From an optimization exercise on the open Yosys and OpenROAD flow, aimed at small area, a short achievable clock period and few clock cycles per item; shortcuts taken in it are not production practice. Function not checked in this run: the RTL went through the layout flow alone. Power is estimated from default activity; no workload was simulated.

`flow/config.mk`:
```
export PLATFORM = sky130hd
export DESIGN_NAME = hilo_unit_top
export DESIGN_NICKNAME = hilo_unit_top
export VERILOG_FILES = /design/flow/design.v
export SDC_FILE = /design/flow/constraint.sdc
export NUM_CORES = 4
export LEC_CHECK = 0
export CAP_MARGIN = 20
export CORE_MARGIN = 2
export CORE_UTILIZATION = 40
export SLEW_MARGIN = 20
```
`flow/constraint.sdc`:
```
create_clock -name core_clock -period 9.0 [get_ports {clk}]
set_input_delay 1.8000 -clock core_clock [delete_from_list [all_inputs] [get_ports {clk}]]
set_output_delay 1.8000 -clock core_clock [all_outputs]
set_load 0.01 [all_outputs]
```
`flow/design.v`:
```
package hilo_pkg;
    localparam int word_w = 32;
    localparam int hilo_w = 2 * word_w;    
    localparam int div_steps = 32;
    localparam int div_cnt_w = $clog2(div_steps + 1);
    typedef logic [word_w-1:0] word_t;
    typedef enum logic [2:0] {
        op_mult  = 3'd0,    
        op_multu = 3'd1,    
        op_div   = 3'd2,    
        op_divu  = 3'd3,    
        op_mthi  = 3'd4,    
        op_mtlo  = 3'd5,    
        op_mfhi  = 3'd6,    
        op_mflo  = 3'd7     
    } hilo_op_t;
    typedef struct packed {
        word_t hi;
        word_t lo;
    } hilo_pair_t;
    typedef union packed {
        hilo_pair_t          pair;
        logic [hilo_w-1:0]   prod;
    } hilo_word_t;
endpackage
`timescale 1ns/10ps
module mul_pipe (
    input  logic [32:0] a,
    input  logic [8:0]  d,
    input  logic [63:0] p_in,
    output logic [63:0] p_out
);
    logic [3:0]  neg;
    logic [3:0]  one;
    logic [3:0]  two;
    logic [33:0] mag  [4];
    logic [33:0] row  [4];       
    logic [32:0] row4;           
    logic [63:0] sum;
    logic [9:0]  db;
    assign db = {d, 1'b0};
    always_comb begin
        for (int i = 0; i < 4; i++) begin
            neg[i] = db[2*i+2] & ~(db[2*i+1] & db[2*i]);
            one[i] = db[2*i+1] ^ db[2*i];
            two[i] = (db[2*i+2] & ~db[2*i+1] & ~db[2*i]) | (~db[2*i+2] & db[2*i+1] & db[2*i]);
            mag[i] = ({34{one[i]}} & {a[32], a}) | ({34{two[i]}} & {a, 1'b0});
            row[i] = mag[i] ^ {34{neg[i]}};
        end
        row4 = {33{d[7] & ~d[8]}} & a;
    end
    localparam logic [63:0] K = -(64'h2_0000_0000 + 64'h8_0000_0000 + 64'h20_0000_0000
                                 + 64'h80_0000_0000 + 64'h100_0000_0000);
    assign sum = {p_in[55:0], 8'd0}
               + {30'd0, ~row[0][33], row[0][32:0]}
               + {28'd0, ~row[1][33], row[1][32:0], 2'd0}
               + {26'd0, ~row[2][33], row[2][32:0], 4'd0}
               + {24'd0, ~row[3][33], row[3][32:0], 6'd0}
               + {23'd0, ~(row4[32]), row4[31:0], 8'd0}
               + {57'd0, neg[3], 1'b0, neg[2], 1'b0, neg[1], 1'b0, neg[0]}
               + K;
    assign p_out = sum;
endmodule
`timescale 1ns/10ps
module div_iter (
    input  logic [31:0] x,
    output logic [5:0]  n
);
    always_comb begin
        n = 6'd32;
        for (int i = 0; i < 32; i++) begin
            if (x[i]) n = 6'(31 - i);
        end
    end
endmodule
`timescale 1ns/10ps
module hilo_unit_top (
    input  logic               clk,
    input  logic               rst,
    input  logic               op_valid,
    input  hilo_pkg::hilo_op_t op,
    input  hilo_pkg::word_t    rs_value,
    input  hilo_pkg::word_t    rt_value,
    output logic               div_busy,
    output logic               rd_valid,
    output hilo_pkg::word_t    rd_data
);
    logic [31:0] hi_q;
    logic [31:0] lo_q;
    logic [32:0] a_q;            
    logic [31:0] b_q;            
    logic [8:0]  dig_q;          
    logic        sgn_q;          
    logic        busy_q;
    logic        mul_q;          
    logic        first_q;        
    logic [1:0]  j_q;            
    logic        setup_q;        
    logic        step_q;         
    logic        fix_q;          
    logic [5:0]  cnt_q;          
    logic        qneg_q;
    logic        rneg_q;
    logic        rd_valid_q;
    logic        rd_hi_q;
    logic acc;
    logic acc_mul;
    logic acc_div;
    logic acc_mthi;
    logic acc_mtlo;
    logic acc_rd;
    logic op_sgn;
    assign acc      = op_valid && !busy_q && !rst;
    assign acc_mul  = acc && (op[2:1] == 2'b00);
    assign acc_div  = acc && (op[2:1] == 2'b01);
    assign acc_mthi = acc && (op == hilo_pkg::op_mthi);
    assign acc_mtlo = acc && (op == hilo_pkg::op_mtlo);
    assign acc_rd   = acc && (op[2:1] == 2'b11);
    assign op_sgn   = !op[0];        
    logic       fit8;
    logic       fit16;
    logic       fit24;
    logic [1:0] t_in;
    logic [7:0] top_in;
    assign fit8  = op_sgn ? ((&rt_value[31:7])  || !(|rt_value[31:7]))  : !(|rt_value[31:8]);
    assign fit16 = op_sgn ? ((&rt_value[31:15]) || !(|rt_value[31:15])) : !(|rt_value[31:16]);
    assign fit24 = op_sgn ? ((&rt_value[31:23]) || !(|rt_value[31:23])) : !(|rt_value[31:24]);
    assign t_in  = fit8 ? 2'd0 : fit16 ? 2'd1 : fit24 ? 2'd2 : 2'd3;
    always_comb begin
        case (t_in)
            2'd0:    top_in = rt_value[7:0];
            2'd1:    top_in = rt_value[15:8];
            2'd2:    top_in = rt_value[23:16];
            default: top_in = rt_value[31:24];
        endcase
    end
    logic [63:0] p_in;
    logic [63:0] p_out;
    logic [1:0]  j_nx;
    logic [7:0]  dig_nx;
    assign p_in = first_q ? 64'd0 : {hi_q, lo_q};
    mul_pipe u_mul (
        .a     (a_q),
        .d     (dig_q),
        .p_in  (p_in),
        .p_out (p_out)
    );
    assign j_nx = j_q - 2'd1;
    always_comb begin
        case (j_nx)
            2'd0:    dig_nx = b_q[7:0];
            2'd1:    dig_nx = b_q[15:8];
            2'd2:    dig_nx = b_q[23:16];
            default: dig_nx = b_q[31:24];
        endcase
    end
    logic        aneg;           
    logic        bneg;           
    logic [31:0] neg_in;
    logic [31:0] neg_out;
    logic [31:0] abs_a;
    logic [5:0]  za;
    logic [5:0]  zb;
    logic [5:0]  za_adj;
    logic [6:0]  skip;           
    logic [3:0]  skip4;          
    logic [63:0] norm;
    assign aneg    = sgn_q && b_q[31];
    assign bneg    = sgn_q && a_q[31];
    assign neg_in  = fix_q ? lo_q : b_q;
    assign neg_out = -neg_in;
    assign abs_a   = aneg ? neg_out : b_q;
    div_iter u_clz_a (.x(aneg ? ~b_q : b_q),            .n(za));
    div_iter u_clz_b (.x(bneg ? ~a_q[31:0] : a_q[31:0]), .n(zb));
    assign za_adj = za - {5'd0, aneg};
    assign skip   = (zb == 6'd32) ? 7'd0 : (7'd31 + {1'b0, za_adj} - {1'b0, zb});
    assign skip4  = (skip >= 7'd32) ? 4'd8 : skip[5:2];
    assign norm   = {32'd0, abs_a} << {skip4, 2'b00};
    logic [32:0] shifted;
    logic [32:0] trial;
    logic        fits;
    assign shifted = {hi_q, lo_q[31]};
    assign trial   = shifted + (bneg ? {1'b1, a_q[31:0]} : ~{1'b0, a_q[31:0]}) + {32'd0, !bneg};
    assign fits    = !trial[32];
    logic       fix_need;
    logic [5:0] steps0;          
    logic [5:0] cnt_nx;
    assign fix_need = qneg_q || rneg_q;
    assign steps0   = 6'd32 - {skip4, 2'b00};
    assign cnt_nx   = cnt_q - 6'd1;
    always_ff @(posedge clk) begin
        if (rst) begin
            busy_q  <= 1'b0;
            mul_q   <= 1'b0;
            first_q <= 1'b0;
            setup_q <= 1'b0;
            step_q  <= 1'b0;
            fix_q   <= 1'b0;
        end else begin
            first_q <= 1'b0;
            setup_q <= 1'b0;
            fix_q   <= 1'b0;
            if (mul_q) begin
                mul_q  <= (j_q != 2'd0);
                busy_q <= (j_q > 2'd1);
            end
            if (setup_q) begin
                step_q <= (steps0 != 6'd0);
                fix_q  <= (steps0 == 6'd0) && fix_need;
                busy_q <= ({1'b0, steps0} + {6'd0, fix_need}) > 7'd1;
            end
            if (step_q) begin
                step_q <= (cnt_q != 6'd1);
                fix_q  <= (cnt_q == 6'd1) && fix_need;
                busy_q <= ({1'b0, cnt_nx} + {6'd0, fix_need}) > 7'd1;
            end
            if (acc_mul) begin
                mul_q   <= 1'b1;
                first_q <= 1'b1;
                busy_q  <= (t_in != 2'd0);
            end
            if (acc_div) begin
                setup_q <= 1'b1;
                busy_q  <= 1'b1;
            end
        end
    end
    always_ff @(posedge clk) begin
        if (acc_mul || acc_div) begin
            a_q   <= acc_div ? {1'b0, rt_value} : {op_sgn && rs_value[31], rs_value};
            b_q   <= acc_div ? rs_value : rt_value;
            sgn_q <= op_sgn;
        end
        if (acc_mul) begin
            j_q   <= t_in;
            dig_q <= {op_sgn && top_in[7], top_in};
        end else if (mul_q) begin
            j_q   <= j_nx;
            dig_q <= {1'b0, dig_nx};
        end
        if (acc_div) begin
            qneg_q <= op_sgn && (rs_value[31] ^ rt_value[31]);
            rneg_q <= op_sgn && rs_value[31];
        end
        if (setup_q) begin
            cnt_q <= steps0;
        end else if (step_q) begin
            cnt_q <= cnt_nx;
        end
    end
    logic [31:0] hi_eng;
    logic [31:0] lo_eng;
    logic        eng_we;
    always_comb begin
        eng_we = mul_q || setup_q || step_q || fix_q;
        hi_eng = hi_q;
        lo_eng = lo_q;
        if (mul_q) begin
            hi_eng = p_out[63:32];
            lo_eng = p_out[31:0];
        end
        if (setup_q) begin
            hi_eng = norm[63:32];
            lo_eng = norm[31:0];
        end
        if (step_q) begin
            hi_eng = fits ? trial[31:0] : shifted[31:0];
            lo_eng = {lo_q[30:0], fits};
        end
        if (fix_q) begin
            hi_eng = rneg_q ? -hi_q : hi_q;
            lo_eng = qneg_q ? neg_out : lo_q;
        end
    end
    always_ff @(posedge clk) begin
        if (rst) begin
            hi_q <= '0;
            lo_q <= '0;
        end else begin
            if (acc_mthi) begin
                hi_q <= rs_value;
            end else if (eng_we) begin
                hi_q <= hi_eng;
            end
            if (acc_mtlo) begin
                lo_q <= rs_value;
            end else if (eng_we) begin
                lo_q <= lo_eng;
            end
        end
    end
    always_ff @(posedge clk) begin
        if (rst) begin
            rd_valid_q <= 1'b0;
        end else begin
            rd_valid_q <= acc_rd;
        end
        if (acc_rd) begin
            rd_hi_q <= (op == hilo_pkg::op_mfhi);
        end
    end
    assign rd_valid = rd_valid_q;
    assign rd_data  = rd_hi_q ? hi_q : lo_q;
    assign div_busy = busy_q;
endmodule
```
`flow/run.sh`:
```
#!/bin/bash
# synth_recipe.tcl (not shown) runs the flow's synth.tcl, then flattens the netlist and writes it again
# the make line also repeats each setting of config.mk as NAME=value (left out here)
make -C /OpenROAD-flow-scripts/flow DESIGN_CONFIG=/design/flow/config.mk WORK_HOME=/design/flow/orfs CLKGATE_MAP_FILE= SYNTH_SCRIPT=/design/flow/synth_recipe.tcl finish
```
==> notes.md <==
RR Startpoint=b_q[31]$_DFFE_PP_; GPL Wtd Cong=1.05; Fin. Hold Viols=0; Final Max Slew Viols=0; 1st-iter DRT viols=4,883; Buf/Inv on CP=3; routed len/inst=30.9 µm; CTS H-Tree Depth=4; Vias/cell=6.73; prevailing post-synth register cell=edfxtp_1; Resized cells post-CTS=0; area delta synth->final=8.32%; vias in the first global route=29,100; worst hold start=hi_q[30]$_SDFFE_PP0P_; crit path from=b_q[31]$_DFFE_PP_; Synth area leaders=ha_1, edfxtp_1, fa_1, nand2_1, dfxtp_1; Power Density=400 mW/mm²; Mapped Cells=3,856; largest area contributor in the netlist=ha_1; maximum number of pins on one net before global-route repair=73; library cells used by synthesis=104; die width=275 µm; global-route wire length before repair=209 mm; worst-path cell chain=nand2_1 > nor3_1 > o221ai_1 > a21oi_1 > o21ai_0 > nand3b_1 > or2_2 > and4_1 > o31a_1 > ha_1 > inv_1 > ha_1 > ha_1 > fa_1 > a21o_1 > a211oi_1 > mux2i_1 > a221oi_4 > buf_4 > inv_1 > o21ai_0 > o21ai_0 > a222oi_1 > nor2_1; initial antenna violation count=12; Slew HR=16.5%; CP Capture Type=flip-flop; critical path arrival=8320 ps; Initial Utilization=40.3%; Clock Sinks=157; clk_skew=21.3 ps; chip height=275 µm; Post-DP HPWL=112 mm; final WL=146 mm; Worst EP required=9330 ps; postcts setup bufs=0; Rows=99; Worst path slowest cell=o21ai_0; fin crit period=7990 ps; sequential share of the synthesized area=13.6%; core outline area=0.0728 mm²; status=timing/DRC/antenna clean; Synth top area share=10.3%; f_max=125 MHz; Post-synth top cells=nand2_1, clkbuf_1, ha_1, nor2_1, inv_1; Detail Route Antenna Nets=0; Synth Register Bits=157; slowest stage delay, CP=1060 ps; setup tns final=0 ps; syn nets=4,295; CP top delay family=compound AO/OA/AOI/OAI gates; period utilization=88.8%; clk buf depth=2; layout cells sized above 1=6.93%; Worst-Margin Slew=1240 ps; final setup fails=0; fillers=7,515; Mapped Avg Cell Area=7.62 µm²; Yosys Warn Count=5; unrepaired setup endpoints after global routing=false; area of the mapped netlist=0.0294 mm²; Clock Latency Late Sink=480 ps; Pleak=0.0133 µW; register area=0.00401 mm²; CP Launch Type=flip-flop; CTS Buf Count=17; hold buffer count at cts=0; Clock Tree Root=clkbuf_16; total power=12,700 µW; CTS tree=built; overall global routing resource usage=37.7%; PortBufs=103; area of the multi-input gates=0.0233 mm²; final global-route overflow total=0; most frequent cell after synthesis=nand2_1; DIE AREA=0.0756 mm²; CP Max Fanout=24; DR pass1 iterations=11; vias post-DR=31,800; number of synthesized flops with an enable pin=86; Nets=4,190; Setup CP Type=flip-flop to flip-flop; Max-Cap Viols=0; DRC viols=0; Hold Path Class=flip-flop to flip-flop; num ports=104; Max IR drop VDD=0.392 mV; Async SR Flop Fraction=0%; clock slew at reported path FFs=80 ps
[layer usage]
layer	track usage [%]	wire length, µm	vias up
met4	19.8	8700	12
met5	0	76	-
met3	8.65	17900	418
met1	51.7	59100	15400
li1	-	-	13800
met2	54.8	60600	2163
[logic make-up after synthesis]
family / share of synthesized area, %
DFF: 13.6
adders and majority gates: 18.9
xor gates and xnor gates: 7.72
muxes: 5.87
AOI/OAI and AO/OA: 26.7
and+or+nand+nor: 19.8
buffers and inverters: 7.37
[stage by stage]
| stage | instance area (µm²) | std cells | util (%) | hold slack [ps] | worst slack, ps |
|---|---|---|---|---|---|
| after detailed placement | 31200 | 4691 | 42.8 | 578 | 1300 |
| after CTS | 31800 | 4723 | 43.7 | 594 | 1260 |
| after floorplan | 29400 | 3856 | - | 512 | 2580 |
| final | 31800 | 4730 | 43.7 | 607 | 1010 |
| after global placement | 31200 | 4690 | 42.8 | 580 | 682 |
| after global routing | 31800 | 4724 | 43.7 | 649 | 612 |
[cell usage in the layout (no fill, tap or decap), types with 47 or more instances in the layout]
cell type,instances
nand2_1,434
ha_1,243
inv_1,235
nor2_1,233
a21oi_1,232
o21ai_0,204
xnor2_1,139
fa_1,126
a22oi_1,125
xor2_1,119
mux2i_1,110
clkdlybuf4s50_1,102
buf_4,95
edfxtp_1,86
nor3_1,83
nand3_1,72
dfxtp_1,67
a21o_1,60
nand2b_1,58
mux2_2,52
and2_1,47
[cell type report]
type / instances / area share, %
clock inverter: 15 / 0.566
multi-input combinational: 3136 / 73.4
tap: 959 / 3.77
timing repair buffer: 199 / 5.48
sequential: 157 / 12.6
clock buffer: 17 / 1.34
antenna: 7 / 0.0550
inverter: 240 / 2.83
[sequential cells by signal (all words and copies together), names as in the netlist]
signal,flops
a_q,33
dig_q,9
rd_valid_q,1
lo_q,32
first_q,1
fix_q,1
rneg_q,1
step_q,1
cnt_q,6
qneg_q,1
sgn_q,1
b_q,32
busy_q,1
hi_q,32
j_q,2
setup_q,1
rd_hi_q,1
mul_q,1
[worst paths after layout]
check / endpoint / slack, ps / cells past startpoint
max: lo_q[14]$_SDFFE_PP0P_ / 1010 / 24
min reg2reg: hi_q[31]$_SDFFE_PP0P_ / 610 / 2
max reg2reg: lo_q[14]$_SDFFE_PP0P_ / 1010 / 24
min: hi_q[31]$_SDFFE_PP0P_ / 610 / 2
[report_power, final]
part           internal [µW]  total [µW]  switching [µW]
registers                866        1190             321
logic                   3570       10700            7150
clock network            382         806             424
total                   4820       12700            7890
[worst reg2reg max path, delay by kind of cell (launching register included)]
family	cells	cell delay, ps
compound gates	10	3200
fa+ha+maj	4	1300
simple gates	6	1670
flops	1	660
buf+inv	3	770
mux	1	240

[port drivers added, routing unchanged]
The flow's constraints put no driver on any port. The routed layout listed below was extracted and timed again, unchanged, in two steps. Step 1: set_driving_cell puts a clkbuf_16 on clk and a buf_2 on each other input, an assumption about the parent block. Step 2, shift: input delay + t, output delay - t, t = (earliest + latest rising clock arrival at the registers) / 2. This alone moves slack from input paths to output paths. Slacks: ideal ports / drivers / drivers and shift; pairs: ideal ports / drivers.
t, ns: 0.525
setup slack, ns: 1.010 / 1.010 / 1.010
worst slew at a driven data input, ns: 0.05
After both steps this run still meets setup and hold. The setup slack of this run moves by 0.000 ns with the drivers and by 0.000 ns with both steps.
